This is an optimization exercise on Yosys and OpenROAD, whose aim is small area, a short achievable clock period and few clock cycles per item, not a production implementation.
In this exercise RTL edits were held to simulation tests only and were not proved equivalent to the original.
Power figures rest on the tool's default switching activity, not on a simulated workload.

## flow/design.v (module list and top-level ports; edited modules follow where they fit)
// module alu_pipe: 1074 lines
module alu_pipe (
    input  logic        clk,
    input  logic        reset,
    input  logic        valid_i,
    output logic        ready_o,
    input  logic [3:0]  op_i,
    input  logic [31:0] a_i,
    input  logic [31:0] b_i,
    output logic        valid_o,
    input  logic        ready_i,
    output logic [31:0] result_o,
    output logic        zero_o
);
  // ...
==> flow/run.sh <==
#!/bin/bash
# synth_recipe.tcl (not shown) runs the flow's synth.tcl, then flattens the netlist and writes it again
# the make line also repeats each setting of config.mk as NAME=value (left out here)
make -C /OpenROAD-flow-scripts/flow DESIGN_CONFIG=/design/flow/config.mk WORK_HOME=/design/flow/orfs CLKGATE_MAP_FILE= SYNTH_SCRIPT=/design/flow/synth_recipe.tcl finish
==> flow/config.mk <==
export PLATFORM = sky130hd
export DESIGN_NAME = alu_pipe
export DESIGN_NICKNAME = alu_pipe
export VERILOG_FILES = /design/flow/design.v
export SDC_FILE = /design/flow/constraint.sdc
export NUM_CORES = 4
export LEC_CHECK = 0
export ABC_AREA = 1
export CAP_MARGIN = 20
export CORE_MARGIN = 2
export CORE_UTILIZATION = 40
export SETUP_SLACK_MARGIN = 3.5
export SLEW_MARGIN = 20
export TNS_END_PERCENT = 0
==> flow/constraint.sdc <==
create_clock -name core_clock -period 6.5 [get_ports {clk}]
set_input_delay 1.3000 -clock core_clock [delete_from_list [all_inputs] [get_ports {clk}]]
set_output_delay 1.3000 -clock core_clock [all_outputs]
set_load 0.01 [all_outputs]
==> notes.md, run 1 <==
outcome=timing/DRC/antenna clean; YS warnings=1; clock network power=2.00 mW; largest family of logic cells by synthesized area=adder cells; mapped cell area=26,750 µm²; Top-Level Pins=107; Max clock buf depth=3; Signal buf overhead=0.07272; Synth Flop Type=edfxtp_1; cell class ranked first by area=multi-input combinational cells; CTS sink cnt=275; top power group=combinational cells; leading cell type in the layout, fill and taps excluded=nand2_1; RSZ-0062 raised after global routing=true; ant diodes=0; PD cells=357.9 nW/µm²; Post-Synth Adder-Cell Area=0.1984; vias per inst=5.706; std cell rows=94; fin crit period=3562 ps; worst-case reg-to-reg path depth=13; Routed WL=95,920 µm; Clock power frac=0.181; Overflow after GRT=0; worst slew pin tran=994.2 ps; WL met2=43,750 µm; maximum vdd ir drop=260.5 µV; Critical Path End=q3_31$_DFFE_PP_; Max H-tree Level=2; fin nets=3,580
Testbench counts, summed over its fixed seeds: cycles 9,624, items 9,600.
==> inputs of run 2 (changes only) <==
--- a/flow/design.v
+++ b/flow/design.v
@@ -53,17 +53,17 @@
             4'h7: t = 4'b0001;   
             4'h8: t = 4'b0110;   
             4'hE: t = 4'b1010;   
             default: t = 4'b1100;   
         endcase
     end
     always_comb for (int i = 0; i < 32; i++) lu[i] = t[{a_i[i], b_i[i]}];
     logic [31:0] ax, y;
-    assign ax = (is_arith | ~is_shift) ? (is_arith ? a_i : lu) : sh;
+    assign ax = is_shift ? sh : lu;
     assign y  = is_arith ? (b_i ^ {32{sub}}) : 32'd0;
     logic [15:0] bo, bt, bn;
     always_comb begin
         for (int k = 0; k < 16; k++) begin
             logic b0, b1, b2;
             b0 = (k == 0) ? 1'b0 : b_i[2 * k - 1];
             b1 = b_i[2 * k];
             b2 = b_i[2 * k + 1];
@@ -83,17 +83,17 @@
             bt_s   <= bt;
             bn_s   <= bn;
             mul_s  <= is_mul;
             cin_s  <= sub;
             slt_s  <= (op_i == 4'h9);
             sltu_s <= (op_i == 4'hA);
         end
     end
-    logic pp0_0, pp0_1, pp0_2, pp0_3, pp0_4, pp0_5, pp0_6, pp0_7, pp0_8, pp0_9, pp0_10, pp0_11, pp0_12, pp0_13, pp0_14, pp0_15, pp0_16, pp0_17, pp0_18, pp0_19, pp0_20, pp0_21, pp0_22, pp0_23, pp0_24, pp0_25, pp0_26, pp0_27, pp0_28, pp0_29, pp0_30, pp0_31, pp1_0, pp1_1, pp1_2, pp1_3, pp1_4, pp1_5, pp1_6, pp1_7, pp1_8, pp1_9, pp1_10, pp1_11, pp1_12, pp1_13, pp1_14, pp1_15, pp1_16, pp1_17, pp1_18, pp1_19, pp1_20, pp1_21, pp1_22, pp1_23, pp1_24, pp1_25, pp1_26, pp1_27, pp1_28, pp1_29, pp2_0, pp2_1, pp2_2, pp2_3, pp2_4, pp2_5, pp2_6, pp2_7, pp2_8, pp2_9, pp2_10, pp2_11, pp2_12, pp2_13, pp2_14, pp2_15, pp2_16, pp2_17, pp2_18, pp2_19, pp2_20, pp2_21, pp2_22, pp2_23, pp2_24, pp2_25, pp2_26, pp2_27, pp3_0, pp3_1, pp3_2, pp3_3, pp3_4, pp3_5, pp3_6, pp3_7, pp3_8, pp3_9, pp3_10, pp3_11, pp3_12, pp3_13, pp3_14, pp3_15, pp3_16, pp3_17, pp3_18, pp3_19, pp3_20, pp3_21, pp3_22, pp3_23, pp3_24, pp3_25, pp4_0, pp4_1, pp4_2, pp4_3, pp4_4, pp4_5, pp4_6, pp4_7, pp4_8, pp4_9, pp4_10, pp4_11, pp4_12, pp4_13, pp4_14, pp4_15, pp4_16, pp4_17, pp4_18, pp4_19, pp4_20, pp4_21, pp4_22, pp4_23, pp5_0, pp5_1, pp5_2, pp5_3, pp5_4, pp5_5, pp5_6, pp5_7, pp5_8, pp5_9, pp5_10, pp5_11, pp5_12, pp5_13, pp5_14, pp5_15, pp5_16, pp5_17, pp5_18, pp5_19, pp5_20, pp5_21, pp6_0, pp6_1, pp6_2, pp6_3, pp6_4, pp6_5, pp6_6, pp6_7, pp6_8, pp6_9, pp6_10, pp6_11, pp6_12, pp6_13, pp6_14, pp6_15, pp6_16, pp6_17, pp6_18, pp6_19, pp7_0, pp7_1, pp7_2, pp7_3, pp7_4, pp7_5, pp7_6, pp7_7, pp7_8, pp7_9, pp7_10, pp7_11, pp7_12, pp7_13, pp7_14, pp7_15, pp7_16, pp7_17, pp8_0, pp8_1, pp8_2, pp8_3, pp8_4, pp8_5, pp8_6, pp8_7, pp8_8, pp8_9, pp8_10, pp8_11, pp8_12, pp8_13, pp8_14, pp8_15, pp9_0, pp9_1, pp9_2, pp9_3, pp9_4, pp9_5, pp9_6, pp9_7, pp9_8, pp9_9, pp9_10, pp9_11, pp9_12, pp9_13, pp10_0, pp10_1, pp10_2, pp10_3, pp10_4, pp10_5, pp10_6, pp10_7, pp10_8, pp10_9, pp10_10, pp10_11, pp11_0, pp11_1, pp11_2, pp11_3, pp11_4, pp11_5, pp11_6, pp11_7, pp11_8, pp11_9, pp12_0, pp12_1, pp12_2, pp12_3, pp12_4, pp12_5, pp12_6, pp12_7, pp13_0, pp13_1, pp13_2, pp13_3, pp13_4, pp13_5, pp14_0, pp14_1, pp14_2, pp14_3, pp15_0, pp15_1, ts1, tc2, ts3, tc4, ts5, tc6, ts7, tc8, ts9, tc10, ts11, tc12, ts13, tc14, ts15, tc16, ts17, tc18, ts19, tc20, ts21, tc22, ts23, tc24, ts25, tc26, ts27, tc28, ts29, tc30, ts31, tc32, ts33, tc34, ts35, tc36, ts37, tc38, ts39, tc40, ts41, tc42, ts43, tc44, ts45, tc46, ts47, tc48, ts49, tc50, ts51, tc52, ts53, tc54, ts55, tc56, ts57, tc58, ts59, tc60, ts61, tc62, ts63, tc64, ts65, tc66, ts67, tc68, ts69, tc70, ts71, tc72, ts73, tc74, ts75, tc76, ts77, tc78, ts79, tc80, ts81, tc82, ts83, tc84, ts85, tc86, ts87, tc88, ts89, tc90, ts91, tc92, ts93, tc94, ts95, tc96, ts97, tc98, ts99, tc100, ts101, tc102, ts103, tc104, ts105, tc106, ts107, tc108, ts109, tc110, ts111, tc112, ts113, tc114, ts115, tc116, ts117, tc118, ts119, tc120, ts121, tc122, ts123, tc124, ts125, tc126, ts127, tc128, ts129, tc130, ts131, tc132, ts133, tc134, ts135, tc136, ts137, tc138, ts139, tc140, ts141, tc142, ts143, tc144, ts145, tc146, ts147, tc148, ts149, tc150, ts151, tc152, ts153, tc154, ts155, tc156, ts157, tc158, ts159, tc160, ts161, tc162, ts163, tc164, ts165, tc166, ts167, tc168, ts169, tc170, ts171, tc172, ts173, tc174, ts175, tc176, ts177, tc178, ts179, tc180, ts181, tc182, ts183, tc184, ts185, tc186, ts187, tc188, ts189, tc190, ts191, tc192, ts193, tc194, ts195, tc196, ts197, tc198, ts199, tc200, ts201, tc202, ts203, tc204, ts205, tc206, ts207, tc208, ts209, tc210, ts211, tc212, ts213, tc214, ts215, tc216, ts217, tc218, ts219, tc220, ts221, tc222, ts223, tc224, ts225, tc226, ts227, tc228, ts229, tc230, ts231, tc232, ts233, tc234, ts235, tc236, ts237, tc238, ts239, tc240, ts241, tc242, ts243, tc244, ts245, tc246, ts247, tc248, ts249, tc250, ts251, tc252, ts253, tc254, ts255, tc256, ts257, tc258, ts259, tc260, ts261, tc262, ts263, tc264, ts265, tc266, ts267, tc268, ts269, tc270, ts271, tc272, ts273, tc274, ts275, tc276, ts277, tc278, ts279, tc280, ts281, tc282, ts283, tc284, ts285, tc286, ts287, tc288, ts289, tc290, ts291, tc292, ts293, tc294, ts295, tc296, ts297, tc298, ts299, tc300, ts301, tc302, ts303, tc304, ts305, tc306, ts307, tc308, ts309, tc310, ts311, tc312, ts313, tc314, ts315, tc316, ts317, tc318, ts319, tc320, ts321, tc322, ts323, tc324, ts325, tc326, ts327, tc328, ts329, tc330, ts331, tc332, ts333, tc334, ts335, tc336, ts337, tc338, ts339, ts340, ts341, ts342, ts343, ts344, ts345, ts346, ts347, ts348, ts349, ts350, ts351;
+    logic pp0_0, pp0_1, pp0_2, pp0_3, pp0_4, pp0_5, pp0_6, pp0_7, pp0_8, pp0_9, pp0_10, pp0_11, pp0_12, pp0_13, pp0_14, pp0_15, pp0_16, pp0_17, pp0_18, pp0_19, pp0_20, pp0_21, pp0_22, pp0_23, pp0_24, pp0_25, pp0_26, pp0_27, pp0_28, pp0_29, pp0_30, pp0_31, pp1_0, pp1_1, pp1_2, pp1_3, pp1_4, pp1_5, pp1_6, pp1_7, pp1_8, pp1_9, pp1_10, pp1_11, pp1_12, pp1_13, pp1_14, pp1_15, pp1_16, pp1_17, pp1_18, pp1_19, pp1_20, pp1_21, pp1_22, pp1_23, pp1_24, pp1_25, pp1_26, pp1_27, pp1_28, pp1_29, pp2_0, pp2_1, pp2_2, pp2_3, pp2_4, pp2_5, pp2_6, pp2_7, pp2_8, pp2_9, pp2_10, pp2_11, pp2_12, pp2_13, pp2_14, pp2_15, pp2_16, pp2_17, pp2_18, pp2_19, pp2_20, pp2_21, pp2_22, pp2_23, pp2_24, pp2_25, pp2_26, pp2_27, pp3_0, pp3_1, pp3_2, pp3_3, pp3_4, pp3_5, pp3_6, pp3_7, pp3_8, pp3_9, pp3_10, pp3_11, pp3_12, pp3_13, pp3_14, pp3_15, pp3_16, pp3_17, pp3_18, pp3_19, pp3_20, pp3_21, pp3_22, pp3_23, pp3_24, pp3_25, pp4_0, pp4_1, pp4_2, pp4_3, pp4_4, pp4_5, pp4_6, pp4_7, pp4_8, pp4_9, pp4_10, pp4_11, pp4_12, pp4_13, pp4_14, pp4_15, pp4_16, pp4_17, pp4_18, pp4_19, pp4_20, pp4_21, pp4_22, pp4_23, pp5_0, pp5_1, pp5_2, pp5_3, pp5_4, pp5_5, pp5_6, pp5_7, pp5_8, pp5_9, pp5_10, pp5_11, pp5_12, pp5_13, pp5_14, pp5_15, pp5_16, pp5_17, pp5_18, pp5_19, pp5_20, pp5_21, pp6_0, pp6_1, pp6_2, pp6_3, pp6_4, pp6_5, pp6_6, pp6_7, pp6_8, pp6_9, pp6_10, pp6_11, pp6_12, pp6_13, pp6_14, pp6_15, pp6_16, pp6_17, pp6_18, pp6_19, pp7_0, pp7_1, pp7_2, pp7_3, pp7_4, pp7_5, pp7_6, pp7_7, pp7_8, pp7_9, pp7_10, pp7_11, pp7_12, pp7_13, pp7_14, pp7_15, pp7_16, pp7_17, pp8_0, pp8_1, pp8_2, pp8_3, pp8_4, pp8_5, pp8_6, pp8_7, pp8_8, pp8_9, pp8_10, pp8_11, pp8_12, pp8_13, pp8_14, pp8_15, pp9_0, pp9_1, pp9_2, pp9_3, pp9_4, pp9_5, pp9_6, pp9_7, pp9_8, pp9_9, pp9_10, pp9_11, pp9_12, pp9_13, pp10_0, pp10_1, pp10_2, pp10_3, pp10_4, pp10_5, pp10_6, pp10_7, pp10_8, pp10_9, pp10_10, pp10_11, pp11_0, pp11_1, pp11_2, pp11_3, pp11_4, pp11_5, pp11_6, pp11_7, pp11_8, pp11_9, pp12_0, pp12_1, pp12_2, pp12_3, pp12_4, pp12_5, pp12_6, pp12_7, pp13_0, pp13_1, pp13_2, pp13_3, pp13_4, pp13_5, pp14_0, pp14_1, pp14_2, pp14_3, pp15_0, pp15_1, ts1, tc2, ts3, tc4, ts5, tc6, ts7, tc8, ts9, tc10, ts11, tc12, ts13, tc14, ts15, tc16, ts17, tc18, ts19, tc20, ts21, tc22, ts23, tc24, ts25, tc26, ts27, tc28, ts29, tc30, ts31, tc32, ts33, tc34, ts35, tc36, ts37, tc38, ts39, tc40, ts41, tc42, ts43, tc44, ts45, tc46, ts47, tc48, ts49, tc50, ts51, tc52, ts53, tc54, ts55, tc56, ts57, tc58, ts59, tc60, ts61, tc62, ts63, tc64, ts65, tc66, ts67, tc68, ts69, tc70, ts71, tc72, ts73, tc74, ts75, tc76, ts77, tc78, ts79, tc80, ts81, tc82, ts83, tc84, ts85, tc86, ts87, tc88, ts89, tc90, ts91, tc92, ts93, tc94, ts95, tc96, ts97, tc98, ts99, tc100, ts101, tc102, ts103, tc104, ts105, tc106, ts107, tc108, ts109, tc110, ts111, tc112, ts113, tc114, ts115, tc116, ts117, tc118, ts119, tc120, ts121, tc122, ts123, tc124, ts125, tc126, ts127, tc128, ts129, tc130, ts131, tc132, ts133, tc134, ts135, tc136, ts137, tc138, ts139, tc140, ts141, tc142, ts143, tc144, ts145, tc146, ts147, tc148, ts149, tc150, ts151, tc152, ts153, tc154, ts155, tc156, ts157, tc158, ts159, tc160, ts161, tc162, ts163, tc164, ts165, tc166, ts167, tc168, ts169, tc170, ts171, tc172, ts173, tc174, ts175, tc176, ts177, tc178, ts179, tc180, ts181, tc182, ts183, tc184, ts185, tc186, ts187, tc188, ts189, tc190, ts191, tc192, ts193, tc194, ts195, tc196, ts197, tc198, ts199, tc200, ts201, tc202, ts203, tc204, ts205, tc206, ts207, tc208, ts209, tc210, ts211, tc212, ts213, tc214, ts215, tc216, ts217, tc218, ts219, tc220, ts221, tc222, ts223, tc224, ts225, tc226, ts227, tc228, ts229, tc230, ts231, tc232, ts233, tc234, ts235, tc236, ts237, tc238, ts239, tc240, ts241, tc242, ts243, tc244, ts245, tc246, ts247, tc248, ts249, tc250, ts251, tc252, ts253, tc254, ts255, tc256, ts257, tc258, ts259, tc260, ts261, tc262, ts263, tc264, ts265, tc266, ts267, tc268, ts269, tc270, ts271, tc272, ts273, tc274, ts275, tc276, ts277, tc278, ts279, tc280, ts281, tc282, ts283, tc284, ts285, tc286, ts287, tc288, ts289, tc290, ts291, tc292, ts293, tc294, ts295, tc296, ts297, tc298, ts299, tc300, ts301, tc302, ts303, tc304, ts305, tc306, ts307, tc308, ts309, tc310, ts311, tc312, ts313, tc314, ts315, tc316, ts317, tc318, ts319, tc320, ts321, tc322, ts323, tc324, ts325, tc326, ts327, tc328, ts329, tc330, ts331, tc332, ts333, tc334, ts335, tc336, ts337, tc338, ts339, ts340, ts341, ts342, ts343, ts344, ts345, ts346, ts347, ts348, ts349, ts350, ts351, ts352, ts353, ts354, ts355, ts356, ts357, ts358, ts359, ts360, ts361, ts362, ts363;
     assign pp0_0 = ((bo_s[0] & ax_s[0]) | (bt_s[0] & 1'b0)) ^ bn_s[0];
     assign pp0_1 = ((bo_s[0] & ax_s[1]) | (bt_s[0] & ax_s[0])) ^ bn_s[0];
     assign pp0_2 = ((bo_s[0] & ax_s[2]) | (bt_s[0] & ax_s[1])) ^ bn_s[0];
     assign pp0_3 = ((bo_s[0] & ax_s[3]) | (bt_s[0] & ax_s[2])) ^ bn_s[0];
     assign pp0_4 = ((bo_s[0] & ax_s[4]) | (bt_s[0] & ax_s[3])) ^ bn_s[0];
     assign pp0_5 = ((bo_s[0] & ax_s[5]) | (bt_s[0] & ax_s[4])) ^ bn_s[0];
     assign pp0_6 = ((bo_s[0] & ax_s[6]) | (bt_s[0] & ax_s[5])) ^ bn_s[0];
     assign pp0_7 = ((bo_s[0] & ax_s[7]) | (bt_s[0] & ax_s[6])) ^ bn_s[0];
@@ -550,29 +550,41 @@
     assign {tc326, ts325} = 2'(tc292) + 2'(tc294) + 2'(tc296);
     assign {tc328, ts327} = 2'(tc298) + 2'(ts313) + 2'(ts315);
     assign {tc330, ts329} = 2'(ts317) + 2'(ts319) + 2'(ts321);
     assign {tc332, ts331} = 2'(tc300) + 2'(tc302) + 2'(tc304);
     assign {tc334, ts333} = 2'(ts323) + 2'(ts325) + 2'(ts327);
     assign {tc336, ts335} = 2'(ts329) + 2'(tc306) + 2'(tc308);
     assign ts337 = ts331 ^ ts333;
     assign tc338 = ts331 & ts333;
-    assign ts339 = pp0_31 ^ pp1_29 ^ pp2_27;
-    assign ts340 = pp3_25 ^ pp4_23 ^ pp5_21;
-    assign ts341 = pp6_19 ^ pp7_17 ^ pp8_15;
-    assign ts342 = pp9_13 ^ pp10_11 ^ pp11_9;
-    assign ts343 = pp12_7 ^ pp13_5 ^ pp14_3;
-    assign ts344 = pp15_1 ^ tc314 ^ tc316;
-    assign ts345 = tc318 ^ tc320 ^ tc322;
-    assign ts346 = ts339 ^ ts340 ^ ts341;
-    assign ts347 = ts342 ^ ts343 ^ tc324;
-    assign ts348 = tc326 ^ tc328 ^ tc330;
-    assign ts349 = ts344 ^ ts345 ^ ts346;
-    assign ts350 = tc332 ^ ts347 ^ tc334;
-    assign ts351 = ts348 ^ ts349;
+    assign ts339 = pp0_31 ^ pp1_29;
+    assign ts340 = pp2_27 ^ pp3_25;
+    assign ts341 = pp4_23 ^ pp5_21;
+    assign ts342 = pp6_19 ^ pp7_17;
+    assign ts343 = pp8_15 ^ pp9_13;
+    assign ts344 = pp10_11 ^ pp11_9;
+    assign ts345 = pp12_7 ^ pp13_5;
+    assign ts346 = pp14_3 ^ pp15_1;
+    assign ts347 = ts339 ^ ts340;
+    assign ts348 = ts341 ^ ts342;
+    assign ts349 = ts343 ^ ts344;
+    assign ts350 = ts345 ^ ts346;
+    assign ts351 = ts347 ^ ts348;
+    assign ts352 = ts349 ^ ts350;
+    assign ts353 = tc314 ^ tc316;
+    assign ts354 = tc318 ^ tc320;
+    assign ts355 = tc322 ^ ts351;
+    assign ts356 = ts352 ^ ts353;
+    assign ts357 = ts354 ^ ts355;
+    assign ts358 = ts356 ^ tc324;
+    assign ts359 = tc326 ^ tc328;
+    assign ts360 = tc330 ^ ts357;
+    assign ts361 = ts358 ^ ts359;
+    assign ts362 = ts360 ^ ts361;
+    assign ts363 = tc332 ^ tc334;
     logic slt_q, sltu_q;
     logic q0_0, q1_0, q2_0, q0_1, q1_1, q0_2, q1_2, q2_2, q0_3, q1_3, q0_4, q1_4, q2_4, q3_4, q0_5, q1_5, q2_5, q0_6, q1_6, q2_6, q3_6, q0_7, q1_7, q2_7, q3_7, q0_8, q1_8, q2_8, q3_8, q0_9, q1_9, q2_9, q3_9, q0_10, q1_10, q2_10, q3_10, q0_11, q1_11, q2_11, q3_11, q0_12, q1_12, q2_12, q3_12, q0_13, q1_13, q2_13, q3_13, q0_14, q1_14, q2_14, q3_14, q0_15, q1_15, q2_15, q3_15, q0_16, q1_16, q2_16, q3_16, q0_17, q1_17, q2_17, q3_17, q0_18, q1_18, q2_18, q3_18, q0_19, q1_19, q2_19, q3_19, q0_20, q1_20, q2_20, q3_20, q0_21, q1_21, q2_21, q3_21, q0_22, q1_22, q2_22, q3_22, q0_23, q1_23, q2_23, q3_23, q0_24, q1_24, q2_24, q3_24, q0_25, q1_25, q2_25, q3_25, q0_26, q1_26, q2_26, q3_26, q0_27, q1_27, q2_27, q3_27, q0_28, q1_28, q2_28, q3_28, q0_29, q1_29, q2_29, q3_29, q0_30, q1_30, q2_30, q3_30, q0_31, q1_31, q2_31, q3_31;
     always_ff @(posedge clk) begin
         if (en && v0_q) begin
             slt_q  <= slt_s;
             sltu_q <= sltu_s;
             q0_0 <= bn_s[0] | (ax_s[0] & ~mul_s);
             q1_0 <= pp0_0 | y_s[0];
@@ -686,91 +698,93 @@
             q0_29 <= tc288 | (ax_s[29] & ~mul_s);
             q1_29 <= ts311 | y_s[29];
             q2_29 <= tc286;
             q3_29 <= ts309;
             q0_30 <= tc312 | (ax_s[30] & ~mul_s);
             q1_30 <= ts337 | y_s[30];
             q2_30 <= tc310;
             q3_30 <= ts335;
-            q0_31 <= tc338 | (ax_s[31] & ~mul_s);
-            q1_31 <= ts351 | y_s[31];
-            q2_31 <= tc336;
-            q3_31 <= ts350;
+            q0_31 <= ts362 | (ax_s[31] & ~mul_s);
+            q1_31 <= ts363 | y_s[31];
+            q2_31 <= tc338;
+            q3_31 <= tc336;
         end
     end
-    logic us352, uc353, us354, uc355, us356, uc357, us358, uc359, us360, uc361, us362, uc363, us364, uc365, us366, uc367, us368, uc369, us370, uc371, us372, uc373, us374, uc375, us376, uc377, us378, uc379, us380, uc381, us382, uc383, us384, uc385, us386, uc387, us388, uc389, us390, uc391, us392, uc393, us394, uc395, us396, uc397, us398, uc399, us400, uc401, us402, uc403, us404, uc405, us406, uc407, us408, uc409, us410, uc411, us412, uc413, us414, uc415, us416, uc417, us418, uc419, us420, uc421, us422, uc423, us424, uc425, us426, uc427, us428, uc429, us430, uc431, us432, uc433, us434, uc435, us436, uc437, us438, uc439, us440, uc441, us442, uc443, us444, uc445, us446, uc447, us448, uc449, us450, uc451, us452, uc453, us454, uc455, us456, uc457, us458, uc459, us460, uc461, us462, uc463, us464, uc465, us466, uc467, us468, us469;
-    assign us352 = q0_0 ^ q1_0;
-    assign uc353 = q0_0 & q1_0;
-    assign us354 = q0_1 ^ q1_1;
-    assign uc355 = q0_1 & q1_1;
-    assign {uc357, us356} = 2'(q0_2) + 2'(q1_2) + 2'(q2_2);
-    assign us358 = q0_3 ^ q1_3;
-    assign uc359 = q0_3 & q1_3;
-    assign {uc361, us360} = 2'(q0_4) + 2'(q1_4) + 2'(q2_4);
-    assign us362 = q3_4 ^ uc359;
-    assign uc363 = q3_4 & uc359;
-    assign {uc365, us364} = 2'(q0_5) + 2'(q1_5) + 2'(q2_5);
-    assign us366 = uc361 ^ uc363;
-    assign uc367 = uc361 & uc363;
-    assign {uc369, us368} = 2'(q0_6) + 2'(q1_6) + 2'(q2_6);
-    assign {uc371, us370} = 2'(q3_6) + 2'(uc365) + 2'(us368);
-    assign {uc373, us372} = 2'(q0_7) + 2'(q1_7) + 2'(q2_7);
-    assign {uc375, us374} = 2'(q3_7) + 2'(uc369) + 2'(us372);
-    assign {uc377, us376} = 2'(q0_8) + 2'(q1_8) + 2'(q2_8);
-    assign {uc379, us378} = 2'(q3_8) + 2'(uc373) + 2'(us376);
-    assign {uc381, us380} = 2'(q0_9) + 2'(q1_9) + 2'(q2_9);
-    assign {uc383, us382} = 2'(q3_9) + 2'(uc377) + 2'(us380);
-    assign {uc385, us384} = 2'(q0_10) + 2'(q1_10) + 2'(q2_10);
-    assign {uc387, us386} = 2'(q3_10) + 2'(uc381) + 2'(us384);
-    assign {uc389, us388} = 2'(q0_11) + 2'(q1_11) + 2'(q2_11);
-    assign {uc391, us390} = 2'(q3_11) + 2'(uc385) + 2'(us388);
-    assign {uc393, us392} = 2'(q0_12) + 2'(q1_12) + 2'(q2_12);
-    assign {uc395, us394} = 2'(q3_12) + 2'(uc389) + 2'(us392);
-    assign {uc397, us396} = 2'(q0_13) + 2'(q1_13) + 2'(q2_13);
-    assign {uc399, us398} = 2'(q3_13) + 2'(uc393) + 2'(us396);
-    assign {uc401, us400} = 2'(q0_14) + 2'(q1_14) + 2'(q2_14);
-    assign {uc403, us402} = 2'(q3_14) + 2'(uc397) + 2'(us400);
-    assign {uc405, us404} = 2'(q0_15) + 2'(q1_15) + 2'(q2_15);
-    assign {uc407, us406} = 2'(q3_15) + 2'(uc401) + 2'(us404);
-    assign {uc409, us408} = 2'(q0_16) + 2'(q1_16) + 2'(q2_16);
-    assign {uc411, us410} = 2'(q3_16) + 2'(uc405) + 2'(us408);
-    assign {uc413, us412} = 2'(q0_17) + 2'(q1_17) + 2'(q2_17);
-    assign {uc415, us414} = 2'(q3_17) + 2'(uc409) + 2'(us412);
-    assign {uc417, us416} = 2'(q0_18) + 2'(q1_18) + 2'(q2_18);
-    assign {uc419, us418} = 2'(q3_18) + 2'(uc413) + 2'(us416);
-    assign {uc421, us420} = 2'(q0_19) + 2'(q1_19) + 2'(q2_19);
-    assign {uc423, us422} = 2'(q3_19) + 2'(uc417) + 2'(us420);
-    assign {uc425, us424} = 2'(q0_20) + 2'(q1_20) + 2'(q2_20);
-    assign {uc427, us426} = 2'(q3_20) + 2'(uc421) + 2'(us424);
-    assign {uc429, us428} = 2'(q0_21) + 2'(q1_21) + 2'(q2_21);
-    assign {uc431, us430} = 2'(q3_21) + 2'(uc425) + 2'(us428);
-    assign {uc433, us432} = 2'(q0_22) + 2'(q1_22) + 2'(q2_22);
-    assign {uc435, us434} = 2'(q3_22) + 2'(uc429) + 2'(us432);
-    assign {uc437, us436} = 2'(q0_23) + 2'(q1_23) + 2'(q2_23);
-    assign {uc439, us438} = 2'(q3_23) + 2'(uc433) + 2'(us436);
-    assign {uc441, us440} = 2'(q0_24) + 2'(q1_24) + 2'(q2_24);
-    assign {uc443, us442} = 2'(q3_24) + 2'(uc437) + 2'(us440);
-    assign {uc445, us444} = 2'(q0_25) + 2'(q1_25) + 2'(q2_25);
-    assign {uc447, us446} = 2'(q3_25) + 2'(uc441) + 2'(us444);
-    assign {uc449, us448} = 2'(q0_26) + 2'(q1_26) + 2'(q2_26);
-    assign {uc451, us450} = 2'(q3_26) + 2'(uc445) + 2'(us448);
-    assign {uc453, us452} = 2'(q0_27) + 2'(q1_27) + 2'(q2_27);
-    assign {uc455, us454} = 2'(q3_27) + 2'(uc449) + 2'(us452);
-    assign {uc457, us456} = 2'(q0_28) + 2'(q1_28) + 2'(q2_28);
-    assign {uc459, us458} = 2'(q3_28) + 2'(uc453) + 2'(us456);
-    assign {uc461, us460} = 2'(q0_29) + 2'(q1_29) + 2'(q2_29);
-    assign {uc463, us462} = 2'(q3_29) + 2'(uc457) + 2'(us460);
-    assign {uc465, us464} = 2'(q0_30) + 2'(q1_30) + 2'(q2_30);
-    assign {uc467, us466} = 2'(q3_30) + 2'(uc461) + 2'(us464);
-    assign us468 = q0_31 ^ q1_31 ^ q2_31;
-    assign us469 = q3_31 ^ uc465 ^ us468;
+    logic us364, uc365, us366, uc367, us368, uc369, us370, uc371, us372, uc373, us374, uc375, us376, uc377, us378, uc379, us380, uc381, us382, uc383, us384, uc385, us386, uc387, us388, uc389, us390, uc391, us392, uc393, us394, uc395, us396, uc397, us398, uc399, us400, uc401, us402, uc403, us404, uc405, us406, uc407, us408, uc409, us410, uc411, us412, uc413, us414, uc415, us416, uc417, us418, uc419, us420, uc421, us422, uc423, us424, uc425, us426, uc427, us428, uc429, us430, uc431, us432, uc433, us434, uc435, us436, uc437, us438, uc439, us440, uc441, us442, uc443, us444, uc445, us446, uc447, us448, uc449, us450, uc451, us452, uc453, us454, uc455, us456, uc457, us458, uc459, us460, uc461, us462, uc463, us464, uc465, us466, uc467, us468, uc469, us470, uc471, us472, uc473, us474, uc475, us476, uc477, us478, uc479, us480, us481, us482, us483;
+    assign us364 = q0_0 ^ q1_0;
+    assign uc365 = q0_0 & q1_0;
+    assign us366 = q0_1 ^ q1_1;
+    assign uc367 = q0_1 & q1_1;
+    assign {uc369, us368} = 2'(q0_2) + 2'(q1_2) + 2'(q2_2);
+    assign us370 = q0_3 ^ q1_3;
+    assign uc371 = q0_3 & q1_3;
+    assign {uc373, us372} = 2'(q0_4) + 2'(q1_4) + 2'(q2_4);
+    assign us374 = q3_4 ^ uc371;
+    assign uc375 = q3_4 & uc371;
+    assign {uc377, us376} = 2'(q0_5) + 2'(q1_5) + 2'(q2_5);
+    assign us378 = uc373 ^ uc375;
+    assign uc379 = uc373 & uc375;
+    assign {uc381, us380} = 2'(q0_6) + 2'(q1_6) + 2'(q2_6);
+    assign {uc383, us382} = 2'(q3_6) + 2'(uc377) + 2'(us380);
+    assign {uc385, us384} = 2'(q0_7) + 2'(q1_7) + 2'(q2_7);
+    assign {uc387, us386} = 2'(q3_7) + 2'(uc381) + 2'(us384);
+    assign {uc389, us388} = 2'(q0_8) + 2'(q1_8) + 2'(q2_8);
+    assign {uc391, us390} = 2'(q3_8) + 2'(uc385) + 2'(us388);
+    assign {uc393, us392} = 2'(q0_9) + 2'(q1_9) + 2'(q2_9);
+    assign {uc395, us394} = 2'(q3_9) + 2'(uc389) + 2'(us392);
+    assign {uc397, us396} = 2'(q0_10) + 2'(q1_10) + 2'(q2_10);
+    assign {uc399, us398} = 2'(q3_10) + 2'(uc393) + 2'(us396);
+    assign {uc401, us400} = 2'(q0_11) + 2'(q1_11) + 2'(q2_11);
+    assign {uc403, us402} = 2'(q3_11) + 2'(uc397) + 2'(us400);
+    assign {uc405, us404} = 2'(q0_12) + 2'(q1_12) + 2'(q2_12);
+    assign {uc407, us406} = 2'(q3_12) + 2'(uc401) + 2'(us404);
+    assign {uc409, us408} = 2'(q0_13) + 2'(q1_13) + 2'(q2_13);
+    assign {uc411, us410} = 2'(q3_13) + 2'(uc405) + 2'(us408);
+    assign {uc413, us412} = 2'(q0_14) + 2'(q1_14) + 2'(q2_14);
+    assign {uc415, us414} = 2'(q3_14) + 2'(uc409) + 2'(us412);
+    assign {uc417, us416} = 2'(q0_15) + 2'(q1_15) + 2'(q2_15);
+    assign {uc419, us418} = 2'(q3_15) + 2'(uc413) + 2'(us416);
+    assign {uc421, us420} = 2'(q0_16) + 2'(q1_16) + 2'(q2_16);
+    assign {uc423, us422} = 2'(q3_16) + 2'(uc417) + 2'(us420);
+    assign {uc425, us424} = 2'(q0_17) + 2'(q1_17) + 2'(q2_17);
+    assign {uc427, us426} = 2'(q3_17) + 2'(uc421) + 2'(us424);
+    assign {uc429, us428} = 2'(q0_18) + 2'(q1_18) + 2'(q2_18);
+    assign {uc431, us430} = 2'(q3_18) + 2'(uc425) + 2'(us428);
+    assign {uc433, us432} = 2'(q0_19) + 2'(q1_19) + 2'(q2_19);
+    assign {uc435, us434} = 2'(q3_19) + 2'(uc429) + 2'(us432);
+    assign {uc437, us436} = 2'(q0_20) + 2'(q1_20) + 2'(q2_20);
+    assign {uc439, us438} = 2'(q3_20) + 2'(uc433) + 2'(us436);
+    assign {uc441, us440} = 2'(q0_21) + 2'(q1_21) + 2'(q2_21);
+    assign {uc443, us442} = 2'(q3_21) + 2'(uc437) + 2'(us440);
+    assign {uc445, us444} = 2'(q0_22) + 2'(q1_22) + 2'(q2_22);
+    assign {uc447, us446} = 2'(q3_22) + 2'(uc441) + 2'(us444);
+    assign {uc449, us448} = 2'(q0_23) + 2'(q1_23) + 2'(q2_23);
+    assign {uc451, us450} = 2'(q3_23) + 2'(uc445) + 2'(us448);
+    assign {uc453, us452} = 2'(q0_24) + 2'(q1_24) + 2'(q2_24);
+    assign {uc455, us454} = 2'(q3_24) + 2'(uc449) + 2'(us452);
+    assign {uc457, us456} = 2'(q0_25) + 2'(q1_25) + 2'(q2_25);
+    assign {uc459, us458} = 2'(q3_25) + 2'(uc453) + 2'(us456);
+    assign {uc461, us460} = 2'(q0_26) + 2'(q1_26) + 2'(q2_26);
+    assign {uc463, us462} = 2'(q3_26) + 2'(uc457) + 2'(us460);
+    assign {uc465, us464} = 2'(q0_27) + 2'(q1_27) + 2'(q2_27);
+    assign {uc467, us466} = 2'(q3_27) + 2'(uc461) + 2'(us464);
+    assign {uc469, us468} = 2'(q0_28) + 2'(q1_28) + 2'(q2_28);
+    assign {uc471, us470} = 2'(q3_28) + 2'(uc465) + 2'(us468);
+    assign {uc473, us472} = 2'(q0_29) + 2'(q1_29) + 2'(q2_29);
+    assign {uc475, us474} = 2'(q3_29) + 2'(uc469) + 2'(us472);
+    assign {uc477, us476} = 2'(q0_30) + 2'(q1_30) + 2'(q2_30);
+    assign {uc479, us478} = 2'(q3_30) + 2'(uc473) + 2'(us476);
+    assign us480 = q0_31 ^ q1_31;
+    assign us481 = q2_31 ^ q3_31;
+    assign us482 = us480 ^ us481;
+    assign us483 = us482 ^ uc477;
     logic [31:0] xs, ys, sum;
-    assign xs = {uc467, uc463, uc459, uc455, uc451, uc447, uc443, uc439, uc435, uc431, uc427, uc423, uc419, uc415, uc411, uc407, uc403, uc399, uc395, uc391, uc387, uc383, uc379, uc375, uc371, uc367, us364, us360, us358, uc355, uc353, q2_0};
-    assign ys = {us469, us466, us462, us458, us454, us450, us446, us442, us438, us434, us430, us426, us422, us418, us414, us410, us406, us402, us398, us394, us390, us386, us382, us378, us374, us370, us366, us362, uc357, us356, us354, us352};
+    assign xs = {us483, uc475, uc471, uc467, uc463, uc459, uc455, uc451, uc447, uc443, uc439, uc435, uc431, uc427, uc423, uc419, uc415, uc411, uc407, uc403, uc399, uc395, uc391, uc387, uc383, uc379, us376, us372, us370, uc367, uc365, q2_0};
+    assign ys = {uc479, us478, us474, us470, us466, us462, us458, us454, us450, us446, us442, us438, us434, us430, us426, us422, us418, us414, us410, us406, us402, us398, us394, us390, us386, us382, us378, us374, uc369, us368, us366, us364};
     logic [31:0] p, g;
     assign p = xs ^ ys;
     assign g = xs & ys;
     logic cg1;
     assign cg1 = g[1] | (p[1] & g[0]);
     logic cg2;
     assign cg2 = g[3] | (p[3] & g[2]);
     logic cp2;
@@ -1054,21 +1068,17 @@
     assign sum[24] = p[24] ^ cg72;
     assign sum[25] = p[25] ^ cg73;
     assign sum[26] = p[26] ^ cg74;
     assign sum[27] = p[27] ^ cg75;
     assign sum[28] = p[28] ^ cg76;
     assign sum[29] = p[29] ^ cg77;
     assign sum[30] = p[30] ^ cg78;
     assign sum[31] = p[31] ^ cg79;
-    logic lt, zsum;
-    logic [31:0] zk, res;
+    logic lt;
+    logic [31:0] res;
     assign lt = (q0_31 == q1_31) ? (slt_q ? q0_31 : ~q0_31) : sum[31];
     assign res = (slt_q | sltu_q) ? {31'd0, lt} : sum;
-    assign zk   = 32'd0;
-    assign zsum = ((xs ^ ys ^ zk) == 32'(((xs & ys) | ((xs | ys) & ~zk)) << 1));
     always_ff @(posedge clk) begin
-        if (en && v1_q) begin
-            result_o <= res;
-            zero_o   <= (slt_q | sltu_q) ? ~lt : zsum;
-        end
+        if (en && v1_q) result_o <= res;
     end
+    assign zero_o = (result_o == 32'd0);
 endmodule
--- a/flow/config.mk
+++ b/flow/config.mk
@@ -4,11 +4,14 @@
 export VERILOG_FILES = /design/flow/design.v
 export SDC_FILE = /design/flow/constraint.sdc
 export NUM_CORES = 4
 export LEC_CHECK = 0
 export ABC_AREA = 1
 export CAP_MARGIN = 20
 export CORE_MARGIN = 2
 export CORE_UTILIZATION = 40
+export CTS_BUF_LIST = sky130_fd_sc_hd__clkbuf_8
+export CTS_CLUSTER_DIAMETER = 60
+export CTS_CLUSTER_SIZE = 12
 export SETUP_SLACK_MARGIN = 3.5
 export SLEW_MARGIN = 20
 export TNS_END_PERCENT = 0
==> notes.md, run 2 <==
#FFs+latches synth=274 (was 275); DRT iter0 DRCs=2,930 (was 2,466); PD cells=327.2 nW/µm² (was 357.9 nW/µm²); Core Footprint=64,000 µm² (was 65,980 µm²); # fillers=6,158 (was 6,393); TritonCTS Buffers=39 (was 37); Worst EP required=6870 ps (was 6820 ps); Peak Freq=276.7 MHz (was 280.7 MHz); initial antenna violation count=4 (was 2); first-pass GRT wire length=150,800 µm (was 144,300 µm); worst slew pin tran=1086 ps (was 994.2 ps); DP Worst Slack=1897 ps (was 2104 ps); proportion of layout cells with a drive suffix above 1=0.1149 (was 0.1088); gr usage total=0.3036 (was 0.2760); leading post-synthesis cells by cell area=edfxtp_1 32%, fa_1 16%, xor2_1 8.5% (was edfxtp_1 31%, fa_1 15%, xor2_1 8.9%); largest net degree at the start of global routing=100 (was 66); Yosys top cell area share=0.3161 (was 0.3053); TritonRoute pass-1 iters=6 (unchanged); synth cell count leaders=454 x nand2_1, 339 x nand3_1, 332 x inv_1 (was 436 x nand2_1, 393 x inv_1, 273 x xor2_1); Post-synth ARST share=0 (unchanged); Avg WL per Cell=25.60 µm (was 23.41 µm); Slew headroom=0.2705 (was 0.3372); root buffer cell=clkbuf_8 (was clkbuf_16); # port buffers=106 (unchanged); hold_ws=454.1 ps (was 442.5 ps); Antenna Nets Post-Route=0 (unchanged); CTS clk-pin slew, worst paths=90 ps (was 60 ps); final setup TNS=0 ps (unchanged); outcome=timing/DRC/antenna clean (unchanged); most frequent cells in the layout=450 x nand2_1, 338 x nand3_1, 303 x inv_1 (was 431 x nand2_1, 362 x inv_1, 272 x xor2_1, 272 x edfxtp_1, 248 x nand3_1); max_cap viols=0 (unchanged); Routed WL=102,100 µm (was 95,920 µm); leakage=12.38 nW (was 13.13 nW); vias=23.66k (was 23.38k); leading cell type in the layout, fill and taps excluded=nand2_1 (unchanged); count leader, synth=nand2_1 (unchanged); Critical Path AT=3980 ps (was 3880 ps); final hold viol count=0 (unchanged); DIE WIDTH=257.7 µm (was 262.6 µm); CTS sink cnt=274 (was 275); Top-Level Pins=107 (unchanged); Syn Nets=3,355 (was 3,495); Final setup viols=0 (unchanged); Synth Flop Type=edfxtp_1 (unchanged); CP startpoint=ax_s[12]$_DFFE_PP_ (was ax_s[7]$_DFFE_PP_); CP endpoint kind=register (unchanged); Synth Instances=3,012 (was 3,120); syn avg cell area=8.549 µm² (was 8.574 µm²); Layout Skew=48.26 ps (was 16.32 ps); worst hold start=y_s[1]$_SDFFCE_PN0P_ (was slt_s$_DFFE_PP_); detailed-route DRC error count=0 (unchanged); Layout area overhead=15.11% (was 15.32%); synth unique cells=44 (was 49); vias per inst=5.932 (was 5.706); die height=257.7 µm (was 262.6 µm); Worst setup SP type=register (unchanged); CP max FO=10 (was 26); Post-CTS Hold Buffers=0 (unchanged); maximum vdd ir drop=254.4 µV (was 260.5 µV); worst setup margin=2886 ps (was 2938 ps); RSZ-0062 raised after global routing=true (unchanged); area of the die=66,420 µm² (was 68,960 µm²); biggest regs=ax_s (32), result_o (32), y_s (32) (unchanged); std cell rows=93 (was 94); mapped cell area=25,750 µm² (was 26,750 µm²); TritonCTS clock tree=done (unchanged); Tcrit/Tclk final=0.5561 (was 0.5481); post-synthesis sequential area ratio=0.3184 (was 0.3076); Overflow after GRT=0 (unchanged); Slew Viols, Final=0 (unchanged); Synth area leader=edfxtp_1 (unchanged); Max clock buf depth=3 (unchanged); crit path max-delay cell type=clkinvlp_2 (was fa_1); Post-DP HPWL=74,350 µm (was 69,200 µm); effective utilization at floorplan=0.4023 (was 0.4054); crit-path max cell delay=510 ps (was 550 ps); Reg-to-Reg Start=ax_s[12]$_DFFE_PP_ (was ax_s[7]$_DFFE_PP_); worst hold path type=reg -> reg (unchanged); crit path kind=reg -> reg (unchanged); fin nets=3,451 (was 3,580); Tot Pwr=9.697 mW (was 11.04 mW); Max H-tree Level=2 (unchanged); number of global-route vias before repair=23.05k (was 22.88k); YS warnings=1 (unchanged); fin crit period=3614 ps (was 3562 ps); CP cell instances=buf_4, clkinvlp_2, o22ai_1, xor2_1, fa_1, fa_1, inv_1, ha_1, ha_1, or2_2 (was clkinv_1, buf_8, o22ai_1, xor2_1, fa_1, fa_1, fa_2, xnor2_2, xor2_1, xor2_1, nand2_1, inv_1, nor2_1); Worst-Skew Late Latency=650 ps (was 570 ps); gpl congestion=0.9854 (was 0.9530); number of synthesized flops with an enable pin=271 (was 272)
==> run 2: cell count changes after synthesis, sizes merged, moves of 11 or more <==
cell / change
or2: -11
o21ai: -35
nand2: +15
a21oi: +30
xnor2: -23
nor2: -40
ha: -32
xor2: -22
o211ai: -15
inv: -62
a221oi: +29
nand3: +90
==> run 2: what timing repair did <==
| item | in CTS | in global routing |
|---|---|---|
| pin swaps | 12 | 19 |
| resized for setup | 81 | 71 |
| setup buffers | 58 | 25 |
| endpoints found under the setup margin | 245 | 266 |
| cloned | 6 | 0 |
| hold endpoints to repair | 0 | 0 |
==> run 2: per-layer routing <==
layer / vias up / share of wire / GRT usage
met5: - / 0.00011 / 0
met4: 2 / 0.062 / 0.1667
met2: 1352 / 0.47 / 0.4950
li1: 10460 / - / -
met3: 318 / 0.083 / 0.05251
met1: 11530 / 0.39 / 0.3842
==> run 2: path summary, 6_finish.rpt <==
check                           cells past startpoint  slack, ps         endpoint
worst max-delay path                               10       2890  q1_23$_DFFE_PP_
worst max register to register                     10       2890  q1_23$_DFFE_PP_
worst min register to register                      0        450   q1_1$_DFFE_PP_
worst min-delay path                                0        450   q1_1$_DFFE_PP_
==> run 2: kinds of logic (layout without fill, tap and decap cells) <==
| kind of cell | count (synthesis) | after routing | synth area share |
|---|---|---|---|
| xor+xnor | 262 | 262 | 0.08941 |
| compound gates | 655 | 655 | 0.1485 |
| flops | 274 | 274 | 0.3184 |
| fa+ha+maj | 271 | 271 | 0.1906 |
| buf+inv | 562 | 682 | 0.08431 |
| simple gates | 988 | 988 | 0.1688 |
| other cells | 0 | 1 | 0 |
==> run 2: report_power, final <==
group	internal, mW	switching, mW	total [mW]	leakage (nW)
logic	2.22	3.44	5.66	9.33
registers	2.43	0.175	2.60	2.65
clock network	0.619	0.813	1.43	0.402
total	5.27	4.43	9.70	12.4
==> run 2: final cells by class <==
type	count	area, µm²	area share
Multi-Input combinational cell	2176	15720	0.5305
Timing Repair Buffer	247	2332	0.07869
Sequential cell	274	8198	0.2766
Clock buffer	40	550.5	0.01857
Antenna cell	1	2.502	0.00008443
Timing Repair inverter	6	32.53	0.001098
Tap cell	855	1070	0.03609
Clock inverter	25	207.7	0.007008
Inverter	364	1521	0.05133
==> run 2: worst max-delay path: cells and delay by family (launching register included) <==
family	cells	cell delay (ps)
DFF	1	480
AOI/OAI and AO/OA	1	330
xor gates and xnor gates	1	220
adders and majority gates	4	1290
and+or+nand+nor	1	280
buffers and inverters	3	740
==> run 2: through the flow <==
stage                     utilization  instances  instance area (µm²)
after floorplan                     -       3012                25770
after global placement         0.4312       3833                27590
after detailed placement       0.4312       3833                27590
after CTS                      0.4548       3962                29110
after global routing           0.4631       3988                29640
final                          0.4631       3988                29640
Testbench counts of run 2, summed over its fixed seeds: cycles 9,624, items 9,600.
==> inputs of run 3 (changes only) <==
==> flow/flow/run.sh (new file) <==
#!/bin/bash
# The standard layout (standard.sh), with one change: the buffer that ORFS
# puts on every input and output port is a plain sky130_fd_sc_hd__buf_2 instead
# of the cell the resizer picks by default (clkdlybuf4s50_1, a slow delay cell).
# Every port still gets its buffer. The whole ORFS output goes to standard.log
# here and ORFS's own per-step logs stay under orfs/logs/.
set -euo pipefail
export BUFFER_PORTS_ARGS="-buffer_cell sky130_fd_sc_hd__buf_2"
bash standard.sh > standard.log 2>&1
==> flow/standard.sh (new file) <==
#!/bin/bash
# synth_recipe.tcl (not shown) runs the flow's synth.tcl, then flattens the netlist and writes it again
# the make line also repeats each setting of config.mk as NAME=value (left out here)
make -C /OpenROAD-flow-scripts/flow DESIGN_CONFIG=/design/flow/config.mk WORK_HOME=/design/flow/orfs CLKGATE_MAP_FILE= SYNTH_SCRIPT=/design/flow/synth_recipe.tcl "${@:-finish}"
removed: flow/run.sh
==> notes.md, run 3 <==
Stages on worst setup path=9 (was 10); P_int=5.101 mW (was 5.267 mW); vias per inst=5.905 (was 5.932); crit path max-delay cell type=fa_1 (was clkinvlp_2); YS warnings=1 (unchanged); std cell rows=93 (unchanged); maximum vdd ir drop=205.2 µV (was 254.4 µV); Peak Freq=275.4 MHz (was 276.7 MHz); Post-DP HPWL=72,310 µm (was 74,350 µm); CTS clk-pin slew, worst paths=90 ps (about the same); die height=257.7 µm (unchanged); gr usage total=0.2908 (was 0.3036); Max H-tree Level=1 (was 2); effective utilization at floorplan=0.4023 (unchanged); DIE WIDTH=257.7 µm (unchanged); Tcrit/Tclk final=0.5587 (was 0.5561); Reg-to-Reg Start=ax_s[14]$_DFFE_PP_ (was ax_s[12]$_DFFE_PP_); worst slew pin tran=998.7 ps (was 1086 ps); # port buffers=106 (unchanged); Max clock buf depth=3 (unchanged); Slew headroom=0.3326 (was 0.2705); Post-synth ARST share=0 (unchanged); CTS sink cnt=274 (unchanged); initial antenna violation count=4 (unchanged); max_cap viols=0 (unchanged); number of synthesized flops with an enable pin=271 (unchanged); Clock power frac=0.132 (was 0.148); Worst Hold Depth=0 (unchanged); #FFs+latches synth=274 (unchanged); worst-case reg-to-reg path depth=9 (was 10); CP top delay family=adder cells (unchanged); post-synthesis sequential area ratio=0.3184 (unchanged); number of global-route vias before repair=23.08k (was 23.05k); most frequent cells in the layout=452 x nand2_1, 339 x nand3_1, 311 x inv_1 (was 450 x nand2_1, 338 x nand3_1, 303 x inv_1); vias=23.41k (was 23.66k); Worst EP required=6920 ps (was 6870 ps); Overflow after GRT=0 (unchanged); Final setup viols=0 (unchanged); Core Footprint=64,000 µm² (unchanged); CP cell instances=clkinv_2, o22ai_1, xor2_1, fa_1, fa_1, fa_1, inv_1, ha_1, or2_2 (was buf_4, clkinvlp_2, o22ai_1, xor2_1, fa_1, fa_1, inv_1, ha_1, ha_1, or2_2); root buffer cell=clkbuf_8 (unchanged); crit-path max cell delay=540 ps (was 510 ps); NetSw=4.267 mW (was 4.431 mW); Worst setup SP type=register (unchanged); DRT iter0 DRCs=2,429 (was 2,930); final design utilization=0.4478 (was 0.4631); Hold EP=q1_1$_DFFE_PP_ (unchanged); Layout area overhead=11.30% (was 15.11%); final setup TNS=0 ps (unchanged); CP max FO=18 (was 10); Routed WL=98,340 µm (was 102,100 µm); TritonCTS Buffers=31 (was 39); Synth Instances=3,012 (unchanged); Reg power frac=0.278 (was 0.268); mapped cell area=25,750 µm² (unchanged); logic gate share of total power=0.590 (was 0.584); worst path buffer plus inverter count=2 (was 3); TritonCTS clock tree=done (unchanged); synth cell count leaders=454 x nand2_1, 339 x nand3_1, 332 x inv_1 (unchanged); reg-to-reg endpoint=q1_30$_DFFE_PP_ (was q1_23$_DFFE_PP_); Worst-Skew Late Latency=680 ps (was 650 ps); worst hold start=y_s[1]$_SDFFCE_PN0P_ (unchanged); count leader, synth=nand2_1 (unchanged); area of the die=66,420 µm² (unchanged); r2r setup slk=2870 ps (was 2890 ps); PD cells=326.9 nW/µm² (was 327.2 nW/µm²); TritonRoute pass-1 iters=8 (was 6); first-pass GRT wire length=146,600 µm (was 150,800 µm); leading post-synthesis cells by cell area=edfxtp_1 32%, fa_1 16%, xor2_1 8.5% (unchanged); Yosys top cell area share=0.3161 (unchanged); Layout Skew=18.56 ps (was 48.26 ps); Post-CTS Hold Buffers=0 (unchanged); final hold viol count=0 (unchanged); biggest regs=ax_s (32), result_o (32), y_s (32) (unchanged); CP endpoint kind=register (unchanged); Avg WL per Cell=24.80 µm (was 25.60 µm); most frequent CP cell=fa_1; Antenna Nets Post-Route=0 (unchanged); fin nets=3,430 (was 3,451); proportion of layout cells with a drive suffix above 1=0.1283 (was 0.1149); Synth Flop Type=edfxtp_1 (unchanged); Slew Viols, Final=0 (unchanged); Syn Nets=3,355 (unchanged); Synth area leader=edfxtp_1 (unchanged); fin crit period=3631 ps (was 3614 ps); synth unique cells=44 (unchanged); switching share of power=0.4555 (was 0.4569); crit path kind=reg -> reg (unchanged); syn avg cell area=8.549 µm² (unchanged); Critical Path AT=4050 ps (was 3980 ps); Top-Level Pins=107 (unchanged); detailed-route DRC error count=0 (unchanged); leakage=12.19 nW (was 12.38 nW); outcome=timing/DRC/antenna clean (unchanged); worst hold path type=reg -> reg (unchanged); largest net degree at the start of global routing=124 (was 100); leading cell type in the layout, fill and taps excluded=nand2_1 (unchanged); RSZ-0062 raised after global routing=true (unchanged); gpl congestion=0.9612 (was 0.9854)
==> run 3: cell count changes in the layout (fill, tap and decap cells not counted), moves of 7 or more <==
cell	delta
buf_2	+105
o22ai_1	+10
xor2_2	-7
xor2_1	+7
clkbuf_8	-9
o22ai_2	-7
inv_1	+8
buf_6	-8
clkdlybuf4s50_1	-101
==> run 3: per-stage QoR <==
stage / std cells / power, mW / area, µm² / hold slack (ps) / setup WS [ps]
after floorplan: 3012 / 6.301 / 25770 / 400.3 / 2735
after detailed placement: 3822 / 7.923 / 26990 / 415.3 / 2162
after global routing: 3965 / 10.21 / 28660 / 450.7 / 2824
final: 3965 / 9.368 / 28660 / 420.8 / 2869
after global placement: 3822 / 7.736 / 26990 / 405.6 / 2168
after CTS: 3944 / 9.327 / 28360 / 436.5 / 2882
==> run 3: repair_timing <==
action	in CTS	in global routing
gates resized for setup	65	26
pin swaps	4	6
endpoints found under the setup margin	162	127
hold endpoints to repair	0	0
setup buffers	63	19
gates cloned	4	0
==> run 3: power groups by stage <==
| stage | Combinational (mW) | Clock, mW | Sequential (mW) |
|---|---|---|---|
| after CTS | 5.46 | 1.27 | 2.60 |
| final | 5.53 | 1.24 | 2.60 |
| after global placement | 5.11 | 0 | 2.63 |
| after floorplan | 3.72 | 0 | 2.58 |
| after global routing | 6.25 | 1.33 | 2.63 |
| after detailed placement | 5.28 | 0 | 2.64 |
==> run 3: logic make-up after synthesis <==
logic type | synth area share
buffers and inverters | 0.08431
AO/OA/AOI/OAI | 0.1485
adder cells (fa/ha/maj) | 0.1906
XOR/XNOR | 0.08941
flip-flops | 0.3184
AND/OR/NAND/NOR | 0.1688
==> run 3: cell type report <==
cell class | instances | area (µm²)
multi-input cells | 2176 | 15540
diodes | 1 | 2.502
fillers | 6270 | 35340
repair inverters | 4 | 22.52
flip-flops and latches | 274 | 8198
repair buffers | 236 | 1690
clock buffers | 31 | 426.7
clock inverters | 24 | 185.2
inverters | 364 | 1521
well taps | 855 | 1070
==> run 3: worst register-to-register path, cell delays in order, from the launching register on <==
cell and delay (ps):
edfxtp_1 460, clkinv_2 360, o22ai_1 330, xor2_1 130
fa_1 510, fa_1 450, fa_1 540, inv_1 40
ha_1 270, or2_2 290
==> run 3: worst max path at each step <==
stage | from | to | slack [ps]
4_1_cts | result_o[18]$_SDFFCE_PN0P_ | zero_o | 2880
3_5_place_dp | op_i[2] | ax_s[27]$_DFFE_PP_ | 2160
2_1_floorplan | ready_i | q0_0$_DFFE_PP_ | 2730
6_report | ax_s[14]$_DFFE_PP_ | q1_30$_DFFE_PP_ | 2870
5_1_grt | bo_s[3]$_DFFE_PP_ | q1_30$_DFFE_PP_ | 2820
3_3_place_gp | op_i[2] | ax_s[25]$_DFFE_PP_ | 2170
==> run 3: metal layers <==
layer,GRT usage,wire length [µm]
met5,0,27
met4,0.1622,6356
met3,0.05133,7931
met2,0.4657,45180
met1,0.3735,38840

==> what the ideal ports hide <==
In the flow no input, the clock included, has a driving cell. The finished layouts below were timed again as built, in two steps. Step 1 assumes that a clkbuf_16 drives the clock port and a buf_2 every other input. Step 2, shift: input delay + t, output delay - t, t = (earliest + latest rising clock arrival at the registers) / 2. This alone moves slack from input paths to output paths. Three values: no drivers, after step 1, after step 2; two values: the first two.
run	shift t [ns]	setup slack, ns	hold slack, ns	slew at the worst register clock pin (ns)	worst data-port slew with drivers (ns)
run 1	0.621	2.938 / 2.938 / 2.384	0.443 / 0.443 / 0.443	0.07 / 0.07	0.07
run 2	0.679	2.886 / 2.886 / 2.321	0.454 / 0.454 / 0.454	0.09 / 0.09	0.04
run 3	0.734	2.869 / 2.869 / 2.271	0.421 / 0.421 / 0.421	0.09 / 0.09	0.06
After both steps setup and hold are still met in every run listed. The setup slack of run 3, which loses most, moves by 0.000 ns with the drivers and by -0.598 ns with both steps.
